Background: an optimization exercise with open tools, aiming at small area and a short achievable clock period. Do not read the settings as production practice.
Only simulation tests tie the RTL to the original design; equivalence was not proved.
Power and IR drop assume default switching activity.

File: flow/config.mk
export PLATFORM = sky130hd
export DESIGN_NAME = imem_boot
export DESIGN_NICKNAME = imem_boot
export VERILOG_FILES = /design/flow/design.v
export SDC_FILE = /design/flow/constraint.sdc
export NUM_CORES = 4
export LEC_CHECK = 0
export CAP_MARGIN = 20
export CORE_MARGIN = 2
export CORE_UTILIZATION = 50
export CTS_CLUSTER_DIAMETER = 100
export CTS_CLUSTER_SIZE = 30
export SETUP_SLACK_MARGIN = 2.0
export SLEW_MARGIN = 20
export SYNTH_HIERARCHICAL = 1
File: flow/constraint.sdc
create_clock -name core_clock -period 4.5 [get_ports {clk}]
set_input_delay 0.9000 -clock core_clock [delete_from_list [all_inputs] [get_ports {clk}]]
set_output_delay 0.9000 -clock core_clock [all_outputs]
set_load 0.01 [all_outputs]
File: flow/design.v
package imem_pkg;
  typedef enum logic {
    IMEM_LOAD = 1'b0,
    IMEM_RUN  = 1'b1
  } imem_state_e;
  localparam int IMEM_ADDR_W = 8;
  localparam int IMEM_DATA_W = 16;
  localparam int IMEM_DEPTH  = 256;
  function automatic logic even_par(input logic [63:0] d);
    return (^d);
  endfunction
endpackage
module imem_ram #(
  parameter int WIDTH = 16
) (
  input  logic                clk,
  input  logic [255:0]        i_we,
  input  logic [255:0]        i_hold,
  input  logic [WIDTH-1:0]    i_wdata_n,
  input  logic [15:0]         i_lo_n,
  input  logic [15:0]         i_hi,
  output logic [WIDTH-1:0]    o_rdata
);
  logic [256*WIDTH-1:0] w_mem_n;
  for (genvar w = 0; w < 256; w++) begin : g_word
    for (genvar b = 0; b < WIDTH; b++) begin : g_bit
      imem_bit u_bit (
        .clk    (clk),
        .i_we   (i_we[w]),
        .i_hold (i_hold[w]),
        .i_d    (i_wdata_n[b]),
        .o_q    (w_mem_n[w*WIDTH + b])
      );
    end
  end
  for (genvar b = 0; b < WIDTH; b++) begin : g_rd
    logic [15:0] w_gn;      
    logic [3:0]  w_l5;
    logic [1:0]  w_l6;
    for (genvar g = 0; g < 16; g++) begin : g_grp
      logic [15:0] w_col_n;
      logic [7:0]  w_l1;    
      logic [3:0]  w_l2;    
      logic        w_l3;    
      for (genvar l = 0; l < 16; l++) begin : g_col
        assign w_col_n[l] = w_mem_n[(g*16 + l)*WIDTH + b];
      end
      for (genvar k = 0; k < 8; k++) begin : g_l1
        imem_oai22 u_g (.i_a(w_col_n[2*k +: 2]), .i_s(i_lo_n[2*k +: 2]), .o_y(w_l1[k]));
      end
      for (genvar k = 0; k < 4; k++) begin : g_l2
        imem_nor #(.N(2)) u_g (.i_a(w_l1[2*k +: 2]), .o_y(w_l2[k]));
      end
      imem_nand #(.N(4)) u_l3 (.i_a(w_l2), .o_y(w_l3));
      imem_nand #(.N(2)) u_l4 (.i_a({i_hi[g], w_l3}), .o_y(w_gn[g]));
    end
    for (genvar k = 0; k < 4; k++) begin : g_l5
      imem_nand #(.N(4)) u_g (.i_a(w_gn[4*k +: 4]), .o_y(w_l5[k]));
    end
    for (genvar k = 0; k < 2; k++) begin : g_l6
      imem_nor #(.N(2)) u_g (.i_a(w_l5[2*k +: 2]), .o_y(w_l6[k]));
    end
    imem_nand #(.N(2)) u_l7 (.i_a(w_l6), .o_y(o_rdata[b]));
  end
endmodule
module imem_bit (
  input  logic clk,
  input  logic i_we,
  input  logic i_hold,
  input  logic i_d,
  output logic o_q
);
  logic r_q;
  always_ff @(posedge clk) begin
    r_q <= (i_d & i_we) | (r_q & i_hold);
  end
  assign o_q = r_q;
endmodule
module imem_oai22 (
  input  logic [1:0] i_a,
  input  logic [1:0] i_s,
  output logic       o_y
);
  assign o_y = !((i_a[0] | i_s[0]) & (i_a[1] | i_s[1]));
endmodule
module imem_nand #(
  parameter int N = 4
) (
  input  logic [N-1:0] i_a,
  output logic         o_y
);
  assign o_y = !(&i_a);
endmodule
module imem_nor #(
  parameter int N = 4
) (
  input  logic [N-1:0] i_a,
  output logic         o_y
);
  assign o_y = !(|i_a);
endmodule
module imem_boot #(
  parameter int ADDR_W = imem_pkg::IMEM_ADDR_W,
  parameter int DATA_W = imem_pkg::IMEM_DATA_W,
  parameter int DEPTH  = imem_pkg::IMEM_DEPTH
) (
  input  logic              clk,
  input  logic              rst_n,
  input  logic              ld_valid,
  input  logic [DATA_W-1:0] ld_data,
  input  logic              ld_last,
  output logic              ld_ready,
  input  logic              reload,
  output logic              boot_done,
  output logic [ADDR_W:0]   ld_count,
  input  logic              fetch_en,
  input  logic [ADDR_W-1:0] fetch_addr,
  output logic [DATA_W-1:0] fetch_data,
  output logic              fetch_valid,
  output logic              parity_err
);
  localparam int LO_W = ADDR_W / 2;
  localparam int HI_W = ADDR_W - LO_W;
  logic              r_run;        
  logic              r_ld_ready;   
  logic [ADDR_W:0]   r_cnt;
  logic              r_vld;
  logic [DATA_W-1:0] r_rdata;
  logic              w_accept;
  logic [DEPTH-1:0]  w_we;
  logic [DEPTH-1:0]  w_hold;
  logic [(1<<LO_W)-1:0] w_pa;
  logic [(1<<HI_W)-1:0] w_pb;
  logic [DATA_W-1:0] w_rdata;
  assign w_accept = !r_run && ld_valid;
  for (genvar w = 0; w < DEPTH; w++) begin : g_we
    assign w_we[w]   = w_accept && (r_cnt[ADDR_W-1:0] == ADDR_W'(w));
    assign w_hold[w] = !(r_ld_ready && ld_valid && (r_cnt[ADDR_W-1:0] == ADDR_W'(w)));
  end
  for (genvar a = 0; a < (1 << LO_W); a++) begin : g_pa
    assign w_pa[a] = (fetch_addr[LO_W-1:0] != LO_W'(a));    
  end
  for (genvar a = 0; a < (1 << HI_W); a++) begin : g_pb
    assign w_pb[a] = (fetch_addr[ADDR_W-1:LO_W] == HI_W'(a));
  end
  always_ff @(posedge clk or negedge rst_n) begin
    if (!rst_n) begin
      r_run      <= 1'b0;
      r_ld_ready <= 1'b1;
      r_cnt      <= '0;
      r_vld      <= 1'b0;
    end else if (!r_run) begin
      r_vld <= 1'b0;
      if (ld_valid) begin
        r_cnt <= r_cnt + 1'b1;
        if (ld_last || (&r_cnt[ADDR_W-1:0])) begin
          r_run      <= 1'b1;
          r_ld_ready <= 1'b0;
        end
      end
    end else begin
      r_vld <= fetch_en && !reload;
      if (reload) begin
        r_run      <= 1'b0;
        r_ld_ready <= 1'b1;
        r_cnt      <= '0;
      end
    end
  end
  always_ff @(posedge clk) begin
    r_rdata <= w_rdata;
  end
  imem_ram #(
    .WIDTH (DATA_W)
  ) u_ram (
    .clk     (clk),
    .i_we    (w_we),
    .i_hold  (w_hold),
    .i_wdata_n (~ld_data),
    .i_lo_n  (w_pa),
    .i_hi    (w_pb),
    .o_rdata (w_rdata)
  );
  assign ld_ready    = r_ld_ready;
  assign boot_done   = r_run;
  assign ld_count    = r_cnt;
  assign fetch_valid = r_vld;
  assign fetch_data  = r_rdata;
  assign parity_err  = 1'b0;
endmodule
File: flow/run.sh
#!/bin/bash
# synth_recipe.tcl (not shown) runs the flow's synth.tcl, then flattens the netlist and writes it again
# the make line also repeats each setting of config.mk as NAME=value (left out here)
make -C /OpenROAD-flow-scripts/flow DESIGN_CONFIG=/design/flow/config.mk WORK_HOME=/design/flow/orfs CLKGATE_MAP_FILE= SYNTH_SCRIPT=/design/flow/synth_recipe.tcl finish
==> qor.yml, run 1 <==
worst_setup_path:
  required_ps: 5330
  endpoint_kind: "flop"
  regToRegSetupSlack_ps: 1760
  worstRegToRegCells: 7
  critPathKind: "input port to flop"
  worst-path-max-fanout: 6
  timing.rr.start: "u_ram.g_word[202].g_bit[3].u_bit.r_q"
  regToRegEndpoint: "r_rdata[3]"
  cp-start-kind: "input port"
  arrival_ps: 4000
power:
  power_density_mw_per_mm2: 397.7
  leakage_nw: 66.75
  ir_worst_vdd_uv: 393.4
placement:
  place_congestion: 0.9695
  dp_hpwl_um: 388300
  post-place-ws_ps: -692.4
  port_buffers: 57
  dpl.cell_count: 17190
detailed_routing:
  maxUsedRoutingLayer: "met5"
  drtAntennaViolNets: 0
  drtIter0Drc: 21420
  avgRoutedWirePerCell_um: 36.76
  via_count: 131500
  wl_met3_um: 85890
  m1WireLength_um: 254200
  first_pass_iters: 7
  drt-total-wl_um: 648100
  vias_per_cell: 7.461
  drc: 0
  route.met2.wl_um: 264300
cells_and_area:
  fin_nets: 13890
  final.fill_count: 23540
  final_common_cell: "dfxtp_1"
  layout_common_cells: "dfxtp_1 (4098), a22o_1 (4096), o22ai_1 (2032), nor2_1 (1156), buf_4 (690)"
  layout-drive-gt1-share_pct: 13.13
  final_cells: 17630
  area_growth_pct: 16.77
status:
  outcome: "timing/DRC/antenna clean"
clock_network:
  cts_tree: "done"
  cts_sinks: 4124
  ctsHoldBuffers: 0
  cts_buffers: 160
  cts-htree-levels: 4
  cts.path.max_buffers: 4
  cts.clk_slew.worst_paths_ps: 120
  clock_latency_ps: 940
  cts_root_buf: "clkbuf_16"
timing:
  grt_setup_unrepaired: "true"
  fin_skew_ps: 43.53
  relSlewSlack_pct: 5.247
  setup_viol: 0
  drv_slew: 0
  period_minus_slack_ps: 3165
  post-route-period-util_pct: 70.34
  setup_slack_ps: 1335
  whs_ps: 318.0
  max_freq_mhz: 315.9
  hold_viol_final: 0
  tightest_slew_ps: 1421
synth:
  syn_nets: 12740
  avgSynthCellArea_um2: 11.16
  synth_cell_types: 49
  synthCells: 12710
  ys_warn_count: 8
  synth-edff-count: 0
  ys_seq_area_share_pct: 58.28
  synth_top_flop_cell: "dfxtp_1"
  synth_area_mm2: 0.1418
  ys_ff_latch: 4124
  async_flop_share_pct: 0.2910
min_path:
  hold_path.class: "input port to asynchronous set/reset pin"
grt:
  grt_pass1_wl_um: 906500
  grt_antenna_before_repair: 24
  first_global_vias: 121200
  track_usage_pct: 42.65
  grt_max_degree: 133
  grt_overflow: 0
floorplanning:
  initial_core_util_pct: 50.27
  rows: 195
  design.die.area_mm2: 0.2878
  core_mm2: 0.2820
  ios: 59
  die_w_um: 536.5
  die_y_um: 536.5
run:
  max_cap_viol_count: 0
-- worst max-delay path by stage --
stage / slack, ps / depth (start not counted) / to / startpoint
2_1_floorplan: -3450 / 8 / r_rdata[0] / fetch_addr[2]
3_3_place_gp: -710 / 13 / r_rdata[7] / fetch_addr[1]
3_5_place_dp: -690 / 13 / r_rdata[7] / fetch_addr[1]
4_1_cts: 1690 / 14 / r_rdata[7] / fetch_addr[1]
5_1_grt: 1420 / 14 / r_rdata[7] / fetch_addr[1]
6_report: 1330 / 14 / r_rdata[3] / fetch_addr[1]
-- routing by layer --
layer / track usage [%] / up-vias
li1: - / 53880
met1: 57.80 / 66320
met5: 0 / -
met4: 24.58 / 18
met3: 13.03 / 1592
met2: 59.88 / 9743
-- state kept, by name, summed over array words and instances, names as in the netlist --
| name | flops |
|---|---|
| r_cnt | 9 |
| r_ld_ready | 1 |
| r_rdata | 16 |
| r_run | 1 |
| r_vld | 1 |
| u_ram.g_word.g_bit.u_bit.r_q | 4096 |
-- cell usage after synthesis (6+ instances only) --
cell type  count  area (um2)
nand2b_1       8       50.05
and2_1        11       68.82
nand3_1       14       70.07
inv_1         19       71.32
buf_4          9       67.56
nand4_1      323        2021
nor2b_1        6       37.54
buf_2         44       220.2
dfrtp_1       11       275.3
nor2_2        12       75.07
a22o_1      4096       35870
dfxtp_1     4112       82320
nand2_1      565        2121
clkbuf_1      38       142.6
nor2_1      1326        4977
o22ai_1     2049       12820
nor3_1         6       30.03
-- metrics by stage --
stage	utilization (%)	power, mW	area [um2]	setup TNS [ps]
5_1_grt	58.68	67.10	165500	0
3_5_place_dp	54.70	46.66	154300	-5829
6_report	58.69	65.84	165500	0
3_3_place_gp	54.68	46.58	154200	-6169
2_1_floorplan	-	42.56	141800	-55260
4_1_cts	58.13	65.02	164000	0
-- critical path, cell delays in order --
cell and delay (ps):
buf_8 110, buf_8 140, nand4_1 140, buf_12 150, buf_16 130, buf_8 120
buf_16 130, o22ai_2 80, nor2_2 160, nand4_1 320, nand2_1 210, nand4_1 750
nor2_4 530, nand2_1 100
-- per-module statistics from Yosys, one instance, submodules excluded, a selection --
module | cells | area (um2)
imem_bit | 2 | 28.78
imem_boot | 818 | 4100
imem_oai22 | 1 | 6.256
-- final cells by class --
type / instances / area, um2 / area share [%]
inverters: 19 / 131.4 / 0.07936
diodes: 15 / 37.54 / 0.02267
clock inverters: 10 / 136.4 / 0.08238
clock buffers: 168 / 4119 / 2.488
flip-flops and latches: 4124 / 82690 / 49.95
multi-input cells: 8472 / 61020 / 36.86
well taps: 3743 / 4683 / 2.829
repair buffers: 1081 / 12730 / 7.687
-- power by group --
| group | leakage (nW) | total [mW] | internal [mW] | switching [mW] |
|---|---|---|---|---|
| clock | 2.09 | 18.5 | 6.79 | 11.7 |
| sequential | 33.3 | 38.7 | 37.8 | 0.827 |
| combinational | 31.3 | 8.72 | 2.85 | 5.87 |
| total | 66.7 | 65.8 | 47.5 | 18.4 |
-- cells by family after synthesis --
group           count (synthesis)  synth area share, %
compound gates               6160                34.42
flops                        4124                58.28
simple gates                 2304                6.894
buf+inv                       110               0.3539
fa+ha+maj                       4              0.03530
mux                             2              0.01412
other cells                     1             0.002645
xor+xnor                        1             0.006179
-- timing repair --
item                                    in CTS  in global routing
resized for setup                          833                220
pin swaps                                  162                 97
endpoints found under the setup margin    4141               2349
gates cloned                                52                 12
buffers inserted                           149                 35
==> run 2: changes to the inputs <==
--- a/flow/design.v
+++ b/flow/design.v
@@ -20,5 +20,5 @@
   input  logic [15:0]         i_lo_n,
   input  logic [15:0]         i_hi,
-  output logic [WIDTH-1:0]    o_rdata
+  output logic [4*WIDTH-1:0]  o_rdata_q
 );
   logic [256*WIDTH-1:0] w_mem_n;
@@ -36,6 +36,4 @@
   for (genvar b = 0; b < WIDTH; b++) begin : g_rd
     logic [15:0] w_gn;      
-    logic [3:0]  w_l5;
-    logic [1:0]  w_l6;
     for (genvar g = 0; g < 16; g++) begin : g_grp
       logic [15:0] w_col_n;
@@ -56,10 +54,6 @@
     end
     for (genvar k = 0; k < 4; k++) begin : g_l5
-      imem_nand #(.N(4)) u_g (.i_a(w_gn[4*k +: 4]), .o_y(w_l5[k]));
+      imem_nand #(.N(4)) u_g (.i_a(w_gn[4*k +: 4]), .o_y(o_rdata_q[k*WIDTH + b]));
     end
-    for (genvar k = 0; k < 2; k++) begin : g_l6
-      imem_nor #(.N(2)) u_g (.i_a(w_l5[2*k +: 2]), .o_y(w_l6[k]));
-    end
-    imem_nand #(.N(2)) u_l7 (.i_a(w_l6), .o_y(o_rdata[b]));
   end
 endmodule
@@ -126,5 +120,5 @@
   logic [ADDR_W:0]   r_cnt;
   logic              r_vld;
-  logic [DATA_W-1:0] r_rdata;
+  logic [4*DATA_W-1:0] r_rdata_q;    
   logic              w_accept;
   logic [DEPTH-1:0]  w_we;
@@ -132,5 +126,5 @@
   logic [(1<<LO_W)-1:0] w_pa;
   logic [(1<<HI_W)-1:0] w_pb;
-  logic [DATA_W-1:0] w_rdata;
+  logic [4*DATA_W-1:0] w_rdata_q;
   assign w_accept = !r_run && ld_valid;
   for (genvar w = 0; w < DEPTH; w++) begin : g_we
@@ -169,5 +163,5 @@
   end
   always_ff @(posedge clk) begin
-    r_rdata <= w_rdata;
+    r_rdata_q <= w_rdata_q;
   end
   imem_ram #(
@@ -180,5 +174,5 @@
     .i_lo_n  (w_pa),
     .i_hi    (w_pb),
-    .o_rdata (w_rdata)
+    .o_rdata_q (w_rdata_q)
   );
   assign ld_ready    = r_ld_ready;
@@ -186,5 +180,10 @@
   assign ld_count    = r_cnt;
   assign fetch_valid = r_vld;
-  assign fetch_data  = r_rdata;
+  for (genvar b = 0; b < DATA_W; b++) begin : g_out
+    logic [1:0] w_n;
+    imem_nor #(.N(2)) u_lo (.i_a({r_rdata_q[b],            r_rdata_q[DATA_W + b]}),   .o_y(w_n[0]));
+    imem_nor #(.N(2)) u_hi (.i_a({r_rdata_q[2*DATA_W + b], r_rdata_q[3*DATA_W + b]}), .o_y(w_n[1]));
+    imem_nand #(.N(2)) u_or (.i_a(w_n), .o_y(fetch_data[b]));
+  end
   assign parity_err  = 1'b0;
 endmodule
--- a/flow/config.mk
+++ b/flow/config.mk
@@ -10,6 +10,6 @@
 export CORE_UTILIZATION = 50
 export CTS_CLUSTER_DIAMETER = 100
-export CTS_CLUSTER_SIZE = 30
-export SETUP_SLACK_MARGIN = 2.0
+export CTS_CLUSTER_SIZE = 25
+export SETUP_SLACK_MARGIN = 1.8
 export SLEW_MARGIN = 20
 export SYNTH_HIERARCHICAL = 1
==> qor.yml, run 2 <==
status:
  outcome: "timing/DRC/antenna clean"
floorplanning:
  rows: 196
  ios: 59
  design.die.area_mm2: 0.2897
  core_mm2: 0.2845
  initial_core_util_pct: 50.16
  die_y_um: 538.2
  die_w_um: 538.2
synth:
  synth_commonest_cells: "dfxtp_1 (4160), a22o_1 (4096), o22ai_1 (2048), nor2_1 (1333), nand2_1 (564)"
  synth_area_mm2: 0.1427
  synth_top_flop_cell: "dfxtp_1"
  async_flop_share_pct: 0.2876
  ys_ff_latch: 4172
  ys_top_cells_by_area: "dfxtp_1 (58%), a22o_1 (25%), o22ai_1 (9.0%)"
  post_synth_fa_ha_maj_area_fraction_pct: 0.03508
  synth_compound_area_share_pct: 34.19
  avgSynthCellArea_um2: 11.19
  ys_warn_count: 8
  synth-edff-count: 0
  synthXorXnorAreaFrac_pct: 0.006138
  synthCells: 12750
  synth_most_common_cell: "dfxtp_1"
  netlist.area_leader.share_pct: 58.37
  synth_mux_area_share_pct: 0.01403
  synth_cell_types: 42
  yosys.area_share.simple_pct: 6.843
  ys_seq_area_share_pct: 58.58
  synth_top_family_by_area: "compound AO/OA/AOI/OAI gates"
  yosysTopAreaCell: "dfxtp_1"
  syn_nets: 12790
cells_and_area:
  fin_nets: 13770
  layout-drive-gt1-share_pct: 10.55
  area_growth_pct: 13.73
  final_area_mm2: 0.1623
  final.fill_count: 24080
  layout_common_cells: "dfxtp_1 (4113), a22o_1 (4096), o22ai_1 (2048), nor2_1 (1264), buf_4 (664)"
  final_common_cell: "dfxtp_1"
  largest-register: "u_ram.g_word.g_bit.u_bit.r_q"
  largest_register_ffs: 4096
  top_regs: "u_ram.g_word.g_bit.u_bit.r_q (4096), r_rdata_q (64), r_cnt (9)"
power:
  ir_worst_vdd_uv: 460.5
  finalPower_mw: 66.42
  power_density_mw_per_mm2: 409.3
  leakage_nw: 64.68
worst_setup_path:
  crit_path_cell_trace: "buf_4 -> buf_4 -> nor2b_1 -> nand2_1 -> buf_4 -> nor2_1 -> buf_4 -> a22o_1"
  critPathKind: "flop to flop"
  worst-path-max-fanout: 15
  crit_family: "simple AND/OR/NAND/NOR gates"
  arrival_ps: 3730
  cp_slowest_cell: "nor2b_1"
  crit_top_cell: "buf_4"
  slowest_delay_ps: 630
  crit_start: "r_cnt[5]"
  required_ps: 5370
  cp-start-kind: "flop"
  timing.rr.start: "r_cnt[5]"
  endpoint_kind: "flop"
  critPathBufInv: 4
detailed_routing:
  avgRoutedWirePerCell_um: 35.11
  drc: 0
  drt-total-wl_um: 615500
  drtIter0Drc: 19390
  via_count: 129400
  vias_per_cell: 7.385
  first_pass_iters: 8
  drtAntennaViolNets: 0
clock_network:
  cts_root_buf: "clkbuf_16"
  cts-htree-levels: 4
  cts.clk_slew.worst_paths_ps: 100
  cts_sinks: 4172
  cts.path.max_buffers: 4
  ctsHoldBuffers: 0
  cts_tree: "done"
  clock_latency_ps: 940
  cts_buffers: 190
min_path:
  hold_path.class: "input port to asynchronous set/reset pin"
timing:
  hold_viol_final: 0
  max_freq_mhz: 349.6
  period_minus_slack_ps: 2860
  grt_setup_unrepaired: "true"
  relSlewSlack_pct: 18.65
  setup_slack_ps: 1640
  fin_tns_setup_ps: 0
  setup_viol: 0
  post-route-period-util_pct: 63.56
  tightest_slew_ps: 1220
  drv_slew: 0
  fin_skew_ps: 43.76
grt:
  track_usage_pct: 40.28
  grt_overflow: 0
  grt_antenna_before_repair: 23
  first_global_vias: 120400
  grt_max_degree: 142
  grt_pass1_wl_um: 877700
placement:
  place_congestion: 0.9774
  place_area_mm2: 0.1551
  dp_hpwl_um: 386200
  port_buffers: 57
  post-place-ws_ps: 247.7
run:
  max_cap_viol_count: 0
[run 2: cell count changes after synthesis, moves of 6 or more]
cell and change:
nor2b_1 +6, nand3b_1 +7, buf_2 +12, nor2_2 -12
nor2_1 +7, or2_2 +6, dfxtp_1 +48, clkbuf_1 -14
and2_1 -10, nor3_1 +9
[run 2: metrics by stage]
stage | utilization, % | hold WS, ps | cells
2_1_floorplan | - | 443.2 | 12750
3_3_place_gp | 54.49 | 456.0 | 17240
3_5_place_dp | 54.52 | 455.1 | 17250
4_1_cts | 56.86 | 333.4 | 17500
5_1_grt | 57.03 | 388.4 | 17510
6_report | 57.05 | 356.3 | 17530
[run 2: final cells by class]
class / instances / area (um2) / area share (%)
multi-input cells: 8478 / 60100 / 37.03
inverters: 19 / 131.4 / 0.08096
clock inverters: 4 / 62.56 / 0.03855
flip-flops and latches: 4172 / 83740 / 51.60
repair buffers: 873 / 8543 / 5.265
diodes: 16 / 40.04 / 0.02467
well taps: 3762 / 4707 / 2.901
clock buffers: 203 / 4962 / 3.058
[run 2: worst reg2reg max path, stage by stage, from the launching register on]
cell	delay, ps
dfrtp_1	390
buf_4	140
buf_4	260
nor2b_1	640
nand2_1	330
buf_4	320
nor2_1	220
buf_4	300
a22o_1	200
[run 2: worst paths after layout]
path | end | depth (start not counted) | slack (ps)
hold reg to reg | u_ram.g_word[166].g_bit[10].u_bit.r_q | 1 | 480
min in group core_clock | u_ram.g_word[166].g_bit[10].u_bit.r_q | 1 | 480
setup / recovery | u_ram.g_word[232].g_bit[5].u_bit.r_q | 8 | 1640
hold / removal | r_vld | 1 | 360
max in group asynchronous | r_cnt[4] | 1 | 3620
setup reg to reg | u_ram.g_word[232].g_bit[5].u_bit.r_q | 8 | 1640
[run 2: logic make-up (layout without fill, tap and decap cells)]
kind of cell / after synthesis / count (layout)
xor+xnor: 1 / 1
compound gates: 6157 / 6157
mux: 2 / 2
fa+ha+maj: 4 / 4
flops: 4172 / 4172
other cells: 1 / 17
buf+inv: 104 / 1099
simple gates: 2313 / 2313
[run 2: modules after synthesis (local to each module, per instance), excerpt]
| module | area (um2) | copies in the design |
|---|---|---|
| imem_boot | 5012 | 1 |
| imem_oai22 | 6.256 | 2048 |
| imem_bit | 28.78 | 4096 |
[run 2: metal layers]
metal | vias to the layer above | global-route usage [%] | part of all wire (%)
met3 | 1447 | 9.959 | 12
met5 | - | 0 | 0.016
met4 | 14 | 23.48 | 6.5
met2 | 9090 | 57.60 | 42
met1 | 65210 | 55.06 | 40
li1 | 53680 | - | -
[run 2: timing repair]
item | in CTS | in global routing
resized for setup | 471 | 115
setup buffers | 41 | 10
endpoints found under the setup margin | 4016 | 1605
pin swaps | 43 | 12
cloned | 7 | 0
[run 2: power by group]
group	internal, mW	switching (mW)
logic	2.39	4.88
registers	38.3	0.961
clock network	7.91	12.0
total	48.6	17.8
==> run 3: changes to the inputs <==
--- a/flow/config.mk
+++ b/flow/config.mk
@@ -8,5 +8,5 @@
 export CAP_MARGIN = 20
 export CORE_MARGIN = 2
-export CORE_UTILIZATION = 50
+export CORE_UTILIZATION = 62
 export CTS_CLUSTER_DIAMETER = 100
 export CTS_CLUSTER_SIZE = 25
==> qor.yml, run 3 <==
status:
  outcome: "timing/DRC/antenna clean"
power:
  power_frac_clock_pct: 29.2
  finalPower_mw: 65.63
  power_frac_comb_pct: 10.9
  swShare_pct: 26.49
  ir_worst_vdd_uv: 447.1
  power_density_mw_per_mm2: 407.7
  leakage_nw: 64.01
  power_switching_mw: 17.38
  internal_power_mw: 48.24
  seqPwrFrac_pct: 59.8
worst_setup_path:
  endpoint_kind: "flop"
  crit_path_cell_trace: "clkdlybuf4s15_2 -> nor2_1 -> buf_4 -> nand2_4 -> buf_12 -> o22ai_1 -> nor2_1 -> nand4_1 -> nand2_2 -> nand4_1"
  worst-path-max-fanout: 64
  required_ps: 5250
  cp_slowest_cell: "nand2_4"
  slowest_delay_ps: 360
  arrival_ps: 3640
  timing.rr.start: "r_cnt[0]"
  cp-start-kind: "input port"
  critPathKind: "input port to flop"
  crit_start: "fetch_addr[1]"
timing:
  setup_viol: 0
  fin_skew_ps: 31.66
  whs_ps: 375.9
  grt_setup_unrepaired: "true"
  period_minus_slack_ps: 2886
  fin_tns_setup_ps: 0
  drv_slew: 0
  tightest_slew_ps: 1249
  hold_viol_final: 0
  relSlewSlack_pct: 16.72
  post-route-period-util_pct: 64.13
  max_freq_mhz: 346.5
cells_and_area:
  final_core_util_pct: 70.15
  layout_common_cells: "dfxtp_1 (4126), a22o_1 (4096), o22ai_1 (2048), nor2_1 (1281), buf_4 (587)"
  largest_register_ffs: 4096
  largest-register: "u_ram.g_word.g_bit.u_bit.r_q"
  fin_nets: 13710
  final_common_cell: "dfxtp_1"
  area_growth_pct: 12.81
  final.fill_count: 16900
  top_regs: "u_ram.g_word.g_bit.u_bit.r_q (4096), r_rdata_q (64), r_cnt (9)"
  layout-drive-gt1-share_pct: 10.19
  final_cells: 16740
placement:
  port_buffers: 57
  place_congestion: 1.005
  dp_hpwl_um: 360800
  dpl.cell_count: 16420
detailed_routing:
  drt-total-wl_um: 588700
  via_count: 131500
  drtIter0Drc: 22520
  avgRoutedWirePerCell_um: 35.17
  first_pass_iters: 9
  vias_per_cell: 7.853
  drtAntennaViolNets: 0
  drc: 0
synth:
  synthCells: 12750
  async_flop_share_pct: 0.2876
  yosysTopAreaCell: "dfxtp_1"
  ys_ff_latch: 4172
  avgSynthCellArea_um2: 11.19
  synth_area_mm2: 0.1427
  synth-edff-count: 0
  synth_most_common_cell: "dfxtp_1"
  synth_top_flop_cell: "dfxtp_1"
  netlist.area_leader.share_pct: 58.37
  ys_warn_count: 8
  syn_nets: 12790
  ys_seq_area_share_pct: 58.58
  synth_commonest_cells: "dfxtp_1 (4160), a22o_1 (4096), o22ai_1 (2048), nor2_1 (1333), nand2_1 (564)"
  synth_cell_types: 42
  ys_top_cells_by_area: "dfxtp_1 (58%), a22o_1 (25%), o22ai_1 (9.0%)"
clock_network:
  cts_sinks: 4172
  cts_tree: "done"
  cts-htree-levels: 4
  cts.path.max_buffers: 3
  cts_root_buf: "clkbuf_16"
  clock_latency_ps: 890
  cts_buffers: 184
  cts.clk_slew.worst_paths_ps: 100
  ctsHoldBuffers: 0
floorplanning:
  initial_core_util_pct: 62.18
  die_w_um: 483.7
  ios: 59
  die_y_um: 483.7
  rows: 176
  design.die.area_mm2: 0.2340
  core_mm2: 0.2295
grt:
  grt_max_degree: 157
  grt_antenna_before_repair: 21
  first_global_vias: 120000
  grt_pass1_wl_um: 841100
  grt_overflow: 0
  track_usage_pct: 47.45
min_path:
  hold_path.class: "input port to asynchronous set/reset pin"
run:
  max_cap_viol_count: 0
## run 3: cell count changes in the layout (fill, tap and decap cells not counted), moves of 6 or more
cell,delta
buf_12,+31
buf_2,+10
buf_4,-77
buf_6,-26
dfxtp_1,+13
dfxtp_2,-11
diode_2,+6
nand2_1,-22
nand2_2,+63
nand2_4,-44
nor2_1,+17
nor2_4,-15
## run 3: cells by family after synthesis
| family | count (synthesis) | share of synthesized area, % |
|---|---|---|
| buffers and inverters | 104 | 0.3359 |
| adder cells (fa/ha/maj) | 4 | 0.03508 |
| flip-flops | 4172 | 58.58 |
| other | 1 | 0.002628 |
| XOR/XNOR | 1 | 0.006139 |
| AND/OR/NAND/NOR | 2313 | 6.843 |
| multiplexers | 2 | 0.01403 |
| AO/OA/AOI/OAI | 6157 | 34.19 |
## run 3: per-stage QoR
| step | worst slack (ps) | area [um2] |
|---|---|---|
| after floorplan | -3367 | 142700 |
| after global placement | 351.5 | 153700 |
| after detailed placement | 307.8 | 153700 |
| after CTS | 1646 | 160000 |
| after global routing | 1658 | 160900 |
| final | 1614 | 161000 |
## run 3: power by group through the flow
stage | registers [mW] | logic, mW | clock network, mW
after floorplan | 39.7 | 3.42 | 0
after global placement | 40.0 | 6.26 | 0
after detailed placement | 40.0 | 6.38 | 0
after CTS | 39.2 | 6.66 | 19.1
after global routing | 39.4 | 7.17 | 20.3
final | 39.3 | 7.16 | 19.2
## run 3: layer usage
metal | GRT usage [%] | wire, um
met5 | 0 | 85
met4 | 32.76 | 47130
met3 | 14.64 | 85880
met2 | 65.69 | 239500
met1 | 63.14 | 216100
## run 3: cell type report
type	instances	area (um2)	area share, %
sequential	4172	83720	52.01
antenna	22	55.05	0.03420
clock buffer	193	4745	2.948
inverter	19	131.4	0.08162
multi-input combinational	8479	59890	37.21
tap	3026	3786	2.352
timing repair buffer	820	8528	5.298
clock inverter	9	101.3	0.06296
## run 3: path summary, 6_finish.rpt
path | cells past startpoint | slack, ps | end
worst min register to register | 1 | 480 | u_ram.g_word[146].g_bit[7].u_bit.r_q
min in group core_clock | 1 | 480 | u_ram.g_word[146].g_bit[7].u_bit.r_q
worst min-delay path | 1 | 380 | r_vld
max in group asynchronous | 1 | 3690 | r_cnt[7]
worst max-delay path | 10 | 1610 | r_rdata_q[30]
worst max register to register | 7 | 1670 | u_ram.g_word[39].g_bit[1].u_bit.r_q
## run 3: repair_timing
item | in CTS | in global routing
resized for setup | 382 | 128
setup endpoints to repair | 3856 | 1684
gates cloned | 5 | 6
pin swaps | 25 | 18
setup buffers | 52 | 30
## run 3: critical path: cells and delay by family
| family | cells | cell delay (ps) |
|---|---|---|
| and+or+nand+nor | 6 | 1390 |
| buffers and inverters | 3 | 920 |
| AOI/OAI and AO/OA | 1 | 210 |
## run 3: per-module statistics from Yosys (local to each module, per instance), excerpt
| module | cells inside | times used | flops+latches |
|---|---|---|---|
| imem_bit | 2 | 4096 | 1 |
| imem_boot | 866 | 1 | 76 |
| imem_oai22 | 1 | 2048 | 0 |
==> run 4: changes to the inputs <==
==> flow/flow/run.sh (new file) <==
#!/bin/bash
# The standard layout, with the port buffers placed as sky130_fd_sc_hd__buf_4 instead of the
# buffer cell that buffer_ports picks by default (a slow delay buffer).
set -euo pipefail
bash standard.sh "BUFFER_PORTS_ARGS=-buffer_cell sky130_fd_sc_hd__buf_4" finish > standard.log 2>&1
==> flow/standard.sh (new file) <==
#!/bin/bash
# synth_recipe.tcl (not shown) runs the flow's synth.tcl, then flattens the netlist and writes it again
# the make line also repeats each setting of config.mk as NAME=value (left out here)
make -C /OpenROAD-flow-scripts/flow DESIGN_CONFIG=/design/flow/config.mk WORK_HOME=/design/flow/orfs CLKGATE_MAP_FILE= SYNTH_SCRIPT=/design/flow/synth_recipe.tcl "${@:-finish}"
--- a/flow/config.mk
+++ b/flow/config.mk
@@ -8,8 +8,8 @@
 export CAP_MARGIN = 20
 export CORE_MARGIN = 2
-export CORE_UTILIZATION = 62
+export CORE_UTILIZATION = 50
 export CTS_CLUSTER_DIAMETER = 100
 export CTS_CLUSTER_SIZE = 25
-export SETUP_SLACK_MARGIN = 1.8
+export SETUP_SLACK_MARGIN = 1.9
 export SLEW_MARGIN = 20
 export SYNTH_HIERARCHICAL = 1
removed: flow/run.sh
==> qor.yml, run 4 <==
synth:
  synth-edff-count: 0
  syn_nets: 12790
  synth_cell_types: 42
  synth_top_flop_cell: "dfxtp_1"
  ys_warn_count: 8
  synthCells: 12750
  avgSynthCellArea_um2: 11.19
  netlist.area_leader.share_pct: 58.37
  yosysTopAreaCell: "dfxtp_1"
  ys_seq_area_share_pct: 58.58
  synth_commonest_cells: "dfxtp_1 (4160), a22o_1 (4096), o22ai_1 (2048), nor2_1 (1333), nand2_1 (564)"
  synth_most_common_cell: "dfxtp_1"
  async_flop_share_pct: 0.2876
  synth_area_mm2: 0.1427
  ys_top_cells_by_area: "dfxtp_1 (58%), a22o_1 (25%), o22ai_1 (9.0%)"
  ys_ff_latch: 4172
timing:
  fin_tns_setup_ps: 0
  hold_viol_final: 0
  relSlewSlack_pct: 16.11
  tightest_slew_ps: 1258
  grt_setup_unrepaired: "true"
  period_minus_slack_ps: 2889
  setup_viol: 0
  fin_skew_ps: 46.96
  drv_slew: 0
  max_freq_mhz: 346.1
  post-route-period-util_pct: 64.21
power:
  power_density_mw_per_mm2: 411.1
  finalPower_mw: 66.64
  leakage_nw: 64.16
  ir_worst_vdd_uv: 373.6
clock_network:
  cts.path.max_buffers: 4
  cts_root_buf: "clkbuf_16"
  cts.clk_slew.worst_paths_ps: 110
  clock_latency_ps: 960
  cts_sinks: 4172
  cts-htree-levels: 4
  cts_buffers: 189
  cts_tree: "done"
grt:
  first_global_vias: 119800
  grt_antenna_before_repair: 24
  grt_pass1_wl_um: 879100
  grt_overflow: 0
  track_usage_pct: 40.40
  grt_max_degree: 131
cells_and_area:
  area_growth_pct: 13.60
  layout-drive-gt1-share_pct: 11.21
  layout_common_cells: "dfxtp_1 (4113), a22o_1 (4096), o22ai_1 (2048), nor2_1 (1219), buf_4 (664)"
  fin_nets: 13730
  largest_register_ffs: 4096
  largest-register: "u_ram.g_word.g_bit.u_bit.r_q"
  final_common_cell: "dfxtp_1"
  top_regs: "u_ram.g_word.g_bit.u_bit.r_q (4096), r_rdata_q (64), r_cnt (9)"
  final_area_mm2: 0.1621
detailed_routing:
  drc: 0
  vias_per_cell: 7.382
  via_count: 129100
  drtIter0Drc: 19610
  avgRoutedWirePerCell_um: 35.51
  drtAntennaViolNets: 0
  first_pass_iters: 6
  drt-total-wl_um: 620900
floorplanning:
  design.die.area_mm2: 0.2897
  die_y_um: 538.2
  core_mm2: 0.2845
  rows: 196
  ios: 59
  die_w_um: 538.2
  initial_core_util_pct: 50.16
placement:
  port_buffers: 57
  place_congestion: 0.9718
  place_area_mm2: 0.1542
  dp_hpwl_um: 387400
min_path:
  hold_path.class: "input port to flop"
worst_setup_path:
  endpoint_kind: "flop"
  worst-path-max-fanout: 35
  cp-start-kind: "input port"
  arrival_ps: 3710
  required_ps: 5320
  critPathKind: "input port to flop"
status:
  outcome: "timing/DRC/antenna clean"
run:
  max_cap_viol_count: 0
-- run 4: cell count changes in the layout (fill, tap and decap cells not counted), moves of 13 or more --
| cell | change |
|---|---|
| buf_12 | -32 |
| buf_2 | -14 |
| buf_4 | +77 |
| buf_6 | +32 |
| clkdlybuf4s50_1 | -24 |
| dfxtp_1 | -13 |
| nand2_1 | -18 |
| nand2_2 | -16 |
| nand2_4 | +35 |
| nor2_1 | -62 |
| nor2_2 | +29 |
| nor2_4 | +33 |
-- run 4: per-stage QoR --
step	utilization, %	worst slack (ps)	std cells	hold slack (ps)
global route	56.97	1784	17470	114.4
floorplan	-	-3367	12750	443.2
finish	56.98	1611	17490	111.5
global placement	54.18	482.5	17170	456.0
detailed placement	54.20	469.7	17170	455.2
CTS	56.67	1737	17440	69.93
-- run 4: logic make-up (layout without fill, tap and decap cells) --
family	count (synthesis)	after routing	synth area share (%)
AO/OA/AOI/OAI	6157	6157	34.19
flip-flops	4172	4172	58.58
AND/OR/NAND/NOR	2313	2320	6.843
buffers and inverters	104	1051	0.3359
adder cells (fa/ha/maj)	4	4	0.03508
multiplexers	2	2	0.01403
other	1	17	0.002628
XOR/XNOR	1	1	0.006139
-- run 4: path summary, 6_finish.rpt --
kind / depth (start not counted) / slack (ps) / from / to
setup / recovery: 12 / 1610 / fetch_addr[1] / r_rdata_q[56]
hold / removal: 2 / 110 / reload / r_vld
setup reg to reg: 7 / 1830 / r_cnt[1] / u_ram.g_word[156].g_bit[5].u_bit.r_q
hold reg to reg: 1 / 480 / u_ram.g_word[225].g_bit[13].u_bit.r_q / u_ram.g_word[225].g_bit[13].u_bit.r_q
max in group asynchronous: 2 / 3950 / rst_n / r_ld_ready
min in group asynchronous: 2 / 320 / rst_n / r_vld
-- run 4: per-layer routing --
metal,part of all wire (%),track usage (%)
met1,40,55.37
met2,41,56.92
met3,12,10.74
met4,6.8,23.78
met5,0.010,0
-- run 4: layout make-up --
type | instances | area [um2]
inverter | 19 | 131.4
antenna | 16 | 40.04
multi-input combinational | 8485 | 60510
tap | 3762 | 4707
clock buffer | 200 | 4941
timing repair buffer | 830 | 7986
clock inverter | 2 | 31.28
fill | 24070 | 122400
sequential | 4172 | 83750
-- run 4: timing repair --
item | 4_1_cts | 5_1_grt
endpoints found under the setup margin | 4119 | 1753
pin swaps | 37 | 32
hold endpoints to repair | 12 | 0
gates cloned | 2 | 8
gates resized for setup | 475 | 137
setup buffers | 62 | 24
hold buffers | 1 | 0
-- run 4: where the power goes --
part / internal [mW] / switching (mW) / total (mW)
combinational: 2.44 / 5.10 / 7.54
sequential: 38.3 / 0.973 / 39.3
clock: 7.87 / 12.0 / 19.8
-- run 4: worst max-delay path, cell delays in order --
cell,delay [ps]
buf_4,230
nor2_4,80
buf_12,160
buf_4,160
nand2_8,170
buf_12,270
buf_6,340
o22ai_1,140
nor2_1,270
nand4_1,470
nand2_2,350
nand4_1,100
-- run 4: Yosys stat by module (local to each module, per instance), excerpt --
module	cells inside	area, um2	flops+latches	copies in the design
imem_bit	2	28.78	1	4096
imem_oai22	1	6.256	0	2048
imem_boot	866	5012	76	1
==> run 5: changes to the inputs <==
--- a/flow/config.mk
+++ b/flow/config.mk
@@ -8,8 +8,8 @@
 export CAP_MARGIN = 20
 export CORE_MARGIN = 2
-export CORE_UTILIZATION = 50
+export CORE_UTILIZATION = 60
 export CTS_CLUSTER_DIAMETER = 100
 export CTS_CLUSTER_SIZE = 25
-export SETUP_SLACK_MARGIN = 1.9
+export SETUP_SLACK_MARGIN = 1.8
 export SLEW_MARGIN = 20
 export SYNTH_HIERARCHICAL = 1
==> qor.yml, run 5 <==
cells_and_area:
  largest_register_ffs: 4096
  register_area_mm2: 0.08371
  final_cells: 16790
  largest-register: "u_ram.g_word.g_bit.u_bit.r_q"
  multi_input_area_mm2: 0.05993
  top_regs: "u_ram.g_word.g_bit.u_bit.r_q (4096), r_rdata_q (64), r_cnt (9)"
  area_growth_pct: 11.94
  final_common_cell: "dfxtp_1"
  fin_nets: 13610
  layout-drive-gt1-share_pct: 9.424
  layout_common_cells: "dfxtp_1 (4123), a22o_1 (4096), o22ai_1 (2048), nor2_1 (1266), buf_4 (572)"
  final.fill_count: 18000
synth:
  netlist.area_leader.share_pct: 58.37
  synthCells: 12750
  ys_warn_count: 8
  synth_area_mm2: 0.1427
  synth_cell_types: 42
  synth_top_flop_cell: "dfxtp_1"
  synth_commonest_cells: "dfxtp_1 (4160), a22o_1 (4096), o22ai_1 (2048), nor2_1 (1333), nand2_1 (564)"
  synth-edff-count: 0
  syn_nets: 12790
  ys_seq_area_share_pct: 58.58
  ys_top_cells_by_area: "dfxtp_1 (58%), a22o_1 (25%), o22ai_1 (9.0%)"
  async_flop_share_pct: 0.2876
  ys_ff_latch: 4172
  yosysTopAreaCell: "dfxtp_1"
  synth_most_common_cell: "dfxtp_1"
  avgSynthCellArea_um2: 11.19
detailed_routing:
  vias_per_cell: 7.771
  via_count: 130400
  avgRoutedWirePerCell_um: 34.99
  drtAntennaViolNets: 0
  drt-total-wl_um: 587200
  drtIter0Drc: 20580
  first_pass_iters: 7
  drc: 0
min_path:
  holdPathStages: 2
  hp-start: "reload"
  hold_path.class: "input port to flop"
  min_to: "r_vld"
run:
  max_cap_viol_count: 0
worst_setup_path:
  critPathKind: "flop to flop"
  slowest_delay_ps: 510
  cp_slowest_cell: "nand2_1"
  critPathBufInv: 2
  endpoint_kind: "flop"
  regToRegEndpoint: "u_ram.g_word[104].g_bit[14].u_bit.r_q"
  arrival_ps: 3660
  worstRegToRegCells: 7
  crit_top_cell: "nand2_1"
  crit_family: "simple AND/OR/NAND/NOR gates"
  worst-path-max-fanout: 16
  required_ps: 5290
  crit_path_cell_trace: "inv_1 -> ha_1 -> nand2_1 -> nor2_4 -> buf_12 -> nand2_1 -> a22o_1"
  regToRegSetupSlack_ps: 1630
  timing.rr.start: "r_cnt[1]"
  cp-start-kind: "flop"
grt:
  grt_overflow: 0
  grt_max_degree: 153
  first_global_vias: 119400
  grt_antenna_before_repair: 20
  track_usage_pct: 46.11
  grt_pass1_wl_um: 842200
timing:
  fin_skew_ps: 32.38
  setup_slack_ps: 1626
  tightest_slew_ps: 1234
  hold_viol_final: 0
  post-route-period-util_pct: 63.87
  period_minus_slack_ps: 2874
  grt_setup_unrepaired: "true"
  relSlewSlack_pct: 17.74
  setup_viol: 0
  max_freq_mhz: 347.9
  drv_slew: 0
  whs_ps: 170.7
power:
  swShare_pct: 26.59
  ir_worst_vdd_uv: 504.2
  finalPower_mw: 65.66
  power_switching_mw: 17.46
  seqPwrFrac_pct: 59.9
  power_density_mw_per_mm2: 411.1
  internal_power_mw: 48.20
  power_frac_comb_pct: 10.9
  power_frac_clock_pct: 29.3
  leakage_nw: 63.37
placement:
  dpl.cell_count: 16490
  place_congestion: 0.9849
  post-place-ws_ps: 583.2
  port_buffers: 57
  dp_hpwl_um: 362900
clock_network:
  clock_latency_ps: 910
  cts.clk_slew.worst_paths_ps: 110
  cts_root_buf: "clkbuf_16"
  cts_buffers: 184
  cts-htree-levels: 4
  cts_tree: "done"
  cts_sinks: 4172
  cts.path.max_buffers: 3
floorplanning:
  die_y_um: 491.7
  die_w_um: 491.7
  core_mm2: 0.2372
  design.die.area_mm2: 0.2417
  rows: 179
  ios: 59
  initial_core_util_pct: 60.16
status:
  outcome: "timing/DRC/antenna clean"
[run 5: per-layer routing]
layer  wire (um)  GRT usage, %
met5         265        0.2381
met4       46980         31.42
met3       82010         14.30
met2      239500         63.56
met1      218500         61.62
[run 5: cells by family (layout without fill, tap and decap cells)]
group                      after synthesis  after routing  synth area share, %
other                                    1             26             0.002628
AOI/OAI and AO/OA                     6157           6157                34.19
xor gates and xnor gates                 1              1             0.006139
DFF                                   4172           4172                58.58
muxes                                    2              2              0.01403
buffers and inverters                  104            941               0.3359
adders and majority gates                4              4              0.03508
and+or+nand+nor                       2313           2315                6.843
[run 5: cell type report]
type                            instances  share of cell area (%)
Clock buffer                          196                   2.964
Multi-Input combinational cell       8480                   37.52
Timing Repair Buffer                  717                   4.436
Clock inverter                          9                 0.06345
Inverter                               19                 0.08225
Tap cell                             3167                   2.481
Antenna cell                           25                 0.03917
Sequential cell                      4172                   52.41
[run 5: metrics by stage]
stage | TNS, ps | instance area [um2] | util [%]
2_1_floorplan | -214660 | 142700 | -
5_1_grt | 0 | 159700 | 67.32
6_report | 0 | 159700 | 67.34
3_5_place_dp | 0 | 152800 | 64.44
3_3_place_gp | 0 | 152800 | 64.40
4_1_cts | 0 | 158900 | 67.00
[run 5: power by group through the flow]
stage	combinational, mW	clock [mW]	sequential (mW)
final	7.15	19.2	39.3
after floorplan	3.42	0	39.7
after global placement	6.23	0	40.0
after CTS	6.63	19.1	39.2
after detailed placement	6.35	0	40.0
after global routing	7.17	20.4	39.4
[run 5: what timing repair did]
action / 4_1_cts / 5_1_grt
hold buffers: 1 / 0
pin swaps: 15 / 10
resized for setup: 230 / 162
cloned: 1 / 2
setup endpoints to repair: 3992 / 2716
buffers inserted: 48 / 13
hold endpoints to repair: 11 / 0
[run 5: worst max path at each step]
stage	from	to	slack (ps)	depth (start not counted)
after floorplan	fetch_addr[3]	r_rdata_q[0]	-3370	6
after global placement	fetch_addr[5]	r_rdata_q[31]	430	5
after detailed placement	fetch_addr[2]	r_rdata_q[36]	580	10
after CTS	r_rdata_q[36]	fetch_data[4]	1590	3
after global routing	r_cnt[1]	u_ram.g_word[104].g_bit[14].u_bit.r_q	1640	7
final	r_cnt[1]	u_ram.g_word[104].g_bit[14].u_bit.r_q	1630	7
[run 5: worst reg2reg max path, cell delays in order (launching register included)]
cell     delay, ps
dfrtp_1        500
inv_1          150
ha_1           270
nand2_1        210
nor2_4         340
buf_12         380
nand2_1        570
a22o_1         350
[run 5: modules after synthesis (local to each module, per instance), excerpt]
module | area, um2 | times used | flops+latches
imem_boot | 5012 | 1 | 76
imem_bit | 28.78 | 4096 | 1
imem_oai22 | 6.256 | 2048 | 0
==> run 6: changes to the inputs <==
--- a/flow/design.v
+++ b/flow/design.v
@@ -20,5 +20,5 @@
   input  logic [15:0]         i_lo_n,
   input  logic [15:0]         i_hi,
-  output logic [4*WIDTH-1:0]  o_rdata_q
+  output logic [2*WIDTH-1:0]  o_rdata_hn
 );
   logic [256*WIDTH-1:0] w_mem_n;
@@ -36,4 +36,5 @@
   for (genvar b = 0; b < WIDTH; b++) begin : g_rd
     logic [15:0] w_gn;      
+    logic [3:0]  w_l5;
     for (genvar g = 0; g < 16; g++) begin : g_grp
       logic [15:0] w_col_n;
@@ -54,5 +55,8 @@
     end
     for (genvar k = 0; k < 4; k++) begin : g_l5
-      imem_nand #(.N(4)) u_g (.i_a(w_gn[4*k +: 4]), .o_y(o_rdata_q[k*WIDTH + b]));
+      imem_nand #(.N(4)) u_g (.i_a(w_gn[4*k +: 4]), .o_y(w_l5[k]));
+    end
+    for (genvar k = 0; k < 2; k++) begin : g_l6
+      imem_nor #(.N(2)) u_g (.i_a(w_l5[2*k +: 2]), .o_y(o_rdata_hn[k*WIDTH + b]));
     end
   end
@@ -120,5 +124,5 @@
   logic [ADDR_W:0]   r_cnt;
   logic              r_vld;
-  logic [4*DATA_W-1:0] r_rdata_q;    
+  logic [2*DATA_W-1:0] r_rdata_hn;   
   logic              w_accept;
   logic [DEPTH-1:0]  w_we;
@@ -126,5 +130,5 @@
   logic [(1<<LO_W)-1:0] w_pa;
   logic [(1<<HI_W)-1:0] w_pb;
-  logic [4*DATA_W-1:0] w_rdata_q;
+  logic [2*DATA_W-1:0] w_rdata_hn;
   assign w_accept = !r_run && ld_valid;
   for (genvar w = 0; w < DEPTH; w++) begin : g_we
@@ -163,5 +167,5 @@
   end
   always_ff @(posedge clk) begin
-    r_rdata_q <= w_rdata_q;
+    r_rdata_hn <= w_rdata_hn;
   end
   imem_ram #(
@@ -174,5 +178,5 @@
     .i_lo_n  (w_pa),
     .i_hi    (w_pb),
-    .o_rdata_q (w_rdata_q)
+    .o_rdata_hn (w_rdata_hn)
   );
   assign ld_ready    = r_ld_ready;
@@ -181,8 +185,5 @@
   assign fetch_valid = r_vld;
   for (genvar b = 0; b < DATA_W; b++) begin : g_out
-    logic [1:0] w_n;
-    imem_nor #(.N(2)) u_lo (.i_a({r_rdata_q[b],            r_rdata_q[DATA_W + b]}),   .o_y(w_n[0]));
-    imem_nor #(.N(2)) u_hi (.i_a({r_rdata_q[2*DATA_W + b], r_rdata_q[3*DATA_W + b]}), .o_y(w_n[1]));
-    imem_nand #(.N(2)) u_or (.i_a(w_n), .o_y(fetch_data[b]));
+    imem_nand #(.N(2)) u_or (.i_a({r_rdata_hn[DATA_W + b], r_rdata_hn[b]}), .o_y(fetch_data[b]));
   end
   assign parity_err  = 1'b0;
--- a/flow/config.mk
+++ b/flow/config.mk
@@ -8,8 +8,8 @@
 export CAP_MARGIN = 20
 export CORE_MARGIN = 2
-export CORE_UTILIZATION = 60
+export CORE_UTILIZATION = 50
 export CTS_CLUSTER_DIAMETER = 100
 export CTS_CLUSTER_SIZE = 25
-export SETUP_SLACK_MARGIN = 1.8
+export SETUP_SLACK_MARGIN = 2.0
 export SLEW_MARGIN = 20
 export SYNTH_HIERARCHICAL = 1
==> qor.yml, run 6 <==
timing:
  drv_slew: 0
  fin_skew_ps: 34.54
  max_freq_mhz: 351.8
  setup_viol: 0
  post-route-period-util_pct: 63.17
  fin_tns_setup_ps: 0
  period_minus_slack_ps: 2843
  grt_setup_unrepaired: "true"
  tightest_slew_ps: 1410
  hold_viol_final: 0
  relSlewSlack_pct: 6.002
grt:
  first_global_vias: 122000
  met2_usage_pct: 61.14
  track_usage_pct: 43.57
  grt_overflow: 0
  grt-busiest-layer: "met2"
  met3_usage_pct: 13.05
  use_met1_pct: 58.27
  grt_pass1_wl_um: 925800
  grt_antenna_before_repair: 29
  grt_max_degree: 150
detailed_routing:
  drt-total-wl_um: 659700
  vias_per_cell: 7.465
  first_pass_iters: 9
  avgRoutedWirePerCell_um: 37.13
  drc: 0
  via_count: 132600
  drtAntennaViolNets: 0
  drtIter0Drc: 21200
synth:
  synth-edff-count: 0
  synth_commonest_cells: "dfxtp_1 (4128), a22o_1 (4096), o22ai_1 (2049), nor2_1 (1327), nand2_1 (568)"
  synth_most_common_cell: "dfxtp_1"
  avgSynthCellArea_um2: 11.17
  synthCells: 12720
  yosysTopAreaCell: "dfxtp_1"
  synth_cell_types: 47
  synth_top_flop_cell: "dfxtp_1"
  ys_top_cells_by_area: "dfxtp_1 (58%), a22o_1 (25%), o22ai_1 (9.0%)"
  ys_warn_count: 8
  synth_area_mm2: 0.1421
  async_flop_share_pct: 0.2899
  netlist.area_leader.share_pct: 58.14
  ys_ff_latch: 4140
  syn_nets: 12760
  ys_seq_area_share_pct: 58.35
power:
  power_frac_comb_pct: 11.2
  power_switching_mw: 17.49
  finalPower_mw: 65.67
  power_frac_clock_pct: 30.0
  internal_power_mw: 48.17
  power_density_mw_per_mm2: 389.8
  swShare_pct: 26.64
  leakage_nw: 68.64
  seqPwrFrac_pct: 58.8
  ir_worst_vdd_uv: 322.1
floorplanning:
  core_mm2: 0.2825
  die_w_um: 537.2
  die_y_um: 537.2
  ios: 59
  initial_core_util_pct: 50.31
  rows: 195
  design.die.area_mm2: 0.2886
placement:
  place_area_mm2: 0.1542
  place_congestion: 0.9997
  port_buffers: 57
  dp_hpwl_um: 383800
  dpl.cell_count: 17200
clock_network:
  cts_tree: "done"
  cts.path.max_buffers: 4
  clock_latency_ps: 950
  cts.clk_slew.worst_paths_ps: 100
  cts_sinks: 4140
  cts-htree-levels: 4
  cts_root_buf: "clkbuf_16"
  cts_buffers: 187
cells_and_area:
  final_core_util_pct: 59.63
  area_growth_pct: 18.52
  largest-register: "u_ram.g_word.g_bit.u_bit.r_q"
  final_area_mm2: 0.1685
  final_common_cell: "dfxtp_1"
  layout_common_cells: "dfxtp_1 (4103), a22o_1 (4096), o22ai_1 (2016), nor2_1 (1134), buf_4 (750)"
  layout-drive-gt1-share_pct: 14.05
  top_regs: "u_ram.g_word.g_bit.u_bit.r_q (4096), r_rdata_hn (32), r_cnt (9)"
  largest_register_ffs: 4096
  final_cells: 17770
  fin_nets: 14030
  final.fill_count: 23090
worst_setup_path:
  crit_cells: 11
  endpoint_kind: "flop"
  cp-start-kind: "input port"
  arrival_ps: 3690
  worstRegToRegCells: 6
  regToRegSetupSlack_ps: 1910
  crit_path_cell_trace: "buf_12 -> nor2b_4 -> nand2_8 -> buf_16 -> bufbuf_16 -> o22ai_1 -> nor2_1 -> nand4_1 -> nand2_1 -> nand4_1 -> nor2_1"
  crit_path_end: "r_rdata_hn[30]"
  required_ps: 5350
  critPathKind: "input port to flop"
  worst-path-max-fanout: 9
  slowest_delay_ps: 590
  crit_family: "simple AND/OR/NAND/NOR gates"
  cp_slowest_cell: "nand4_1"
  regToRegEndpoint: "u_ram.g_word[43].g_bit[4].u_bit.r_q"
  crit_start: "fetch_addr[2]"
  critPathBufInv: 3
  timing.rr.start: "r_cnt[6]"
min_path:
  hold_path.class: "input port to flop"
status:
  outcome: "timing/DRC/antenna clean"
run:
  max_cap_viol_count: 0
## run 6: metal layers
layer  part of all wire (%)  up-vias
met3                     13     1810
met5                  0.027        -
met4                    7.4       14
met2                     41    10150
li1                       -    54270
met1                     39    66380
## run 6: cells by family (layout without fill, tap and decap cells)
group	Yosys count	in the layout	synth area share, %
adders and majority gates	4	4	0.03521
muxes	3	3	0.02376
buffers and inverters	99	1379	0.3451
other	1	15	0.002638
and+or+nand+nor	2316	2325	6.923
xor gates and xnor gates	1	1	0.006163
DFF	4140	4140	58.35
AOI/OAI and AO/OA	6157	6157	34.31
## run 6: how the worst min path moves through the flow
stage,from,end,slack (ps),cells after the start
6_report,reload,r_vld,140,2
4_1_cts,reload,r_vld,100,2
3_5_place_dp,u_ram.g_word[105].g_bit[14].u_bit.r_q,u_ram.g_word[105].g_bit[14].u_bit.r_q,460,1
2_1_floorplan,u_ram.g_word[101].g_bit[0].u_bit.r_q,u_ram.g_word[101].g_bit[0].u_bit.r_q,440,1
5_1_grt,reload,r_vld,170,2
3_3_place_gp,u_ram.g_word[237].g_bit[14].u_bit.r_q,u_ram.g_word[237].g_bit[14].u_bit.r_q,460,1
## run 6: metrics by stage
stage / hold WS, ps / setup slack (ps)
floorplan: 443.2 / -3459
global placement: 455.6 / 176.8
detailed placement: 455.0 / 113.2
CTS: 96.51 / 1784
global route: 165.8 / 1726
finish: 144.7 / 1657
## run 6: cell type report
type / count / area, um2 / share of cell area (%)
tap: 3743 / 4683 / 2.780
multi-input combinational: 8491 / 61710 / 36.63
inverter: 19 / 131.4 / 0.07798
sequential: 4140 / 83050 / 49.30
clock inverter: 2 / 20.02 / 0.01188
antenna: 14 / 35.03 / 0.02080
timing repair buffer: 1158 / 13940 / 8.274
clock buffer: 200 / 4898 / 2.908
## run 6: repair_timing
| item | CTS | global route |
|---|---|---|
| cloned | 87 | 8 |
| hold endpoints to repair | 12 | 0 |
| setup buffers | 218 | 42 |
| hold buffers | 1 | 0 |
| pin swaps | 163 | 145 |
| endpoints found under the setup margin | 4139 | 3302 |
| resized for setup | 762 | 348 |
## run 6: power groups by stage
stage          Sequential [mW]  Combinational [mW]  Clock (mW)
4_1_cts                   38.6                6.81        19.7
2_1_floorplan             39.1                3.17           0
5_1_grt                   38.7                7.39        20.9
6_report                  38.6                7.32        19.7
3_5_place_dp              39.4                5.98           0
3_3_place_gp              39.4                5.93           0
## run 6: per-module statistics from Yosys (local to each module, per instance), excerpt
module      area [um2]  times used
imem_boot         4471           1
imem_bit         28.78        4096
imem_oai22       6.256        2048
## run 6: worst reg2reg max path, cell delays in order, from the launching register on
cell and delay [ps]:
dfrtp_4 590, buf_4 240, nand2b_1 370, nor3_2 330, buf_8 320, nand2_2 350
a22o_1 290

[re-timing with driven ports]
The results above use ideal ports. As a check the final layouts listed here were re-extracted and re-timed, cells and wires unchanged. Step 1 assumes that a clkbuf_16 drives the clock port and a buf_2 every other input. Step 2 times the ports against the registers' clock, not the clock port: input delays grow and output delays shrink by t, the midpoint of the rising clock arrivals with the driver on. Slacks: ideal ports / drivers / drivers and shift; pairs: ideal ports / drivers.
| run | t (ns) | setup slack, ns | worst register clock-pin slew, ns | cell pins on the clock port's net |
|---|---|---|---|---|
| run 1 | 1.024 | 1.335 / 1.334 / 0.310 | 0.12 / 0.12 | 1 |
| run 2 | 1.030 | 1.640 / 1.640 / 0.687 | 0.11 / 0.11 | 1 |
| run 3 | 0.997 | 1.614 / 1.665 / 0.694 | 0.10 / 0.10 | 1 |
| run 4 | 1.045 | 1.611 / 1.672 / 0.640 | 0.11 / 0.11 | 1 |
| run 5 | 1.010 | 1.626 / 1.626 / 0.729 | 0.12 / 0.12 | 1 |
| run 6 | 1.053 | 1.657 / 1.725 / 0.672 | 0.11 / 0.11 | 1 |
After both steps setup and hold are still met in every run listed. For run 1, which loses most, drivers alone change the setup slack by -0.001 ns; drivers and shift together by -1.025 ns.
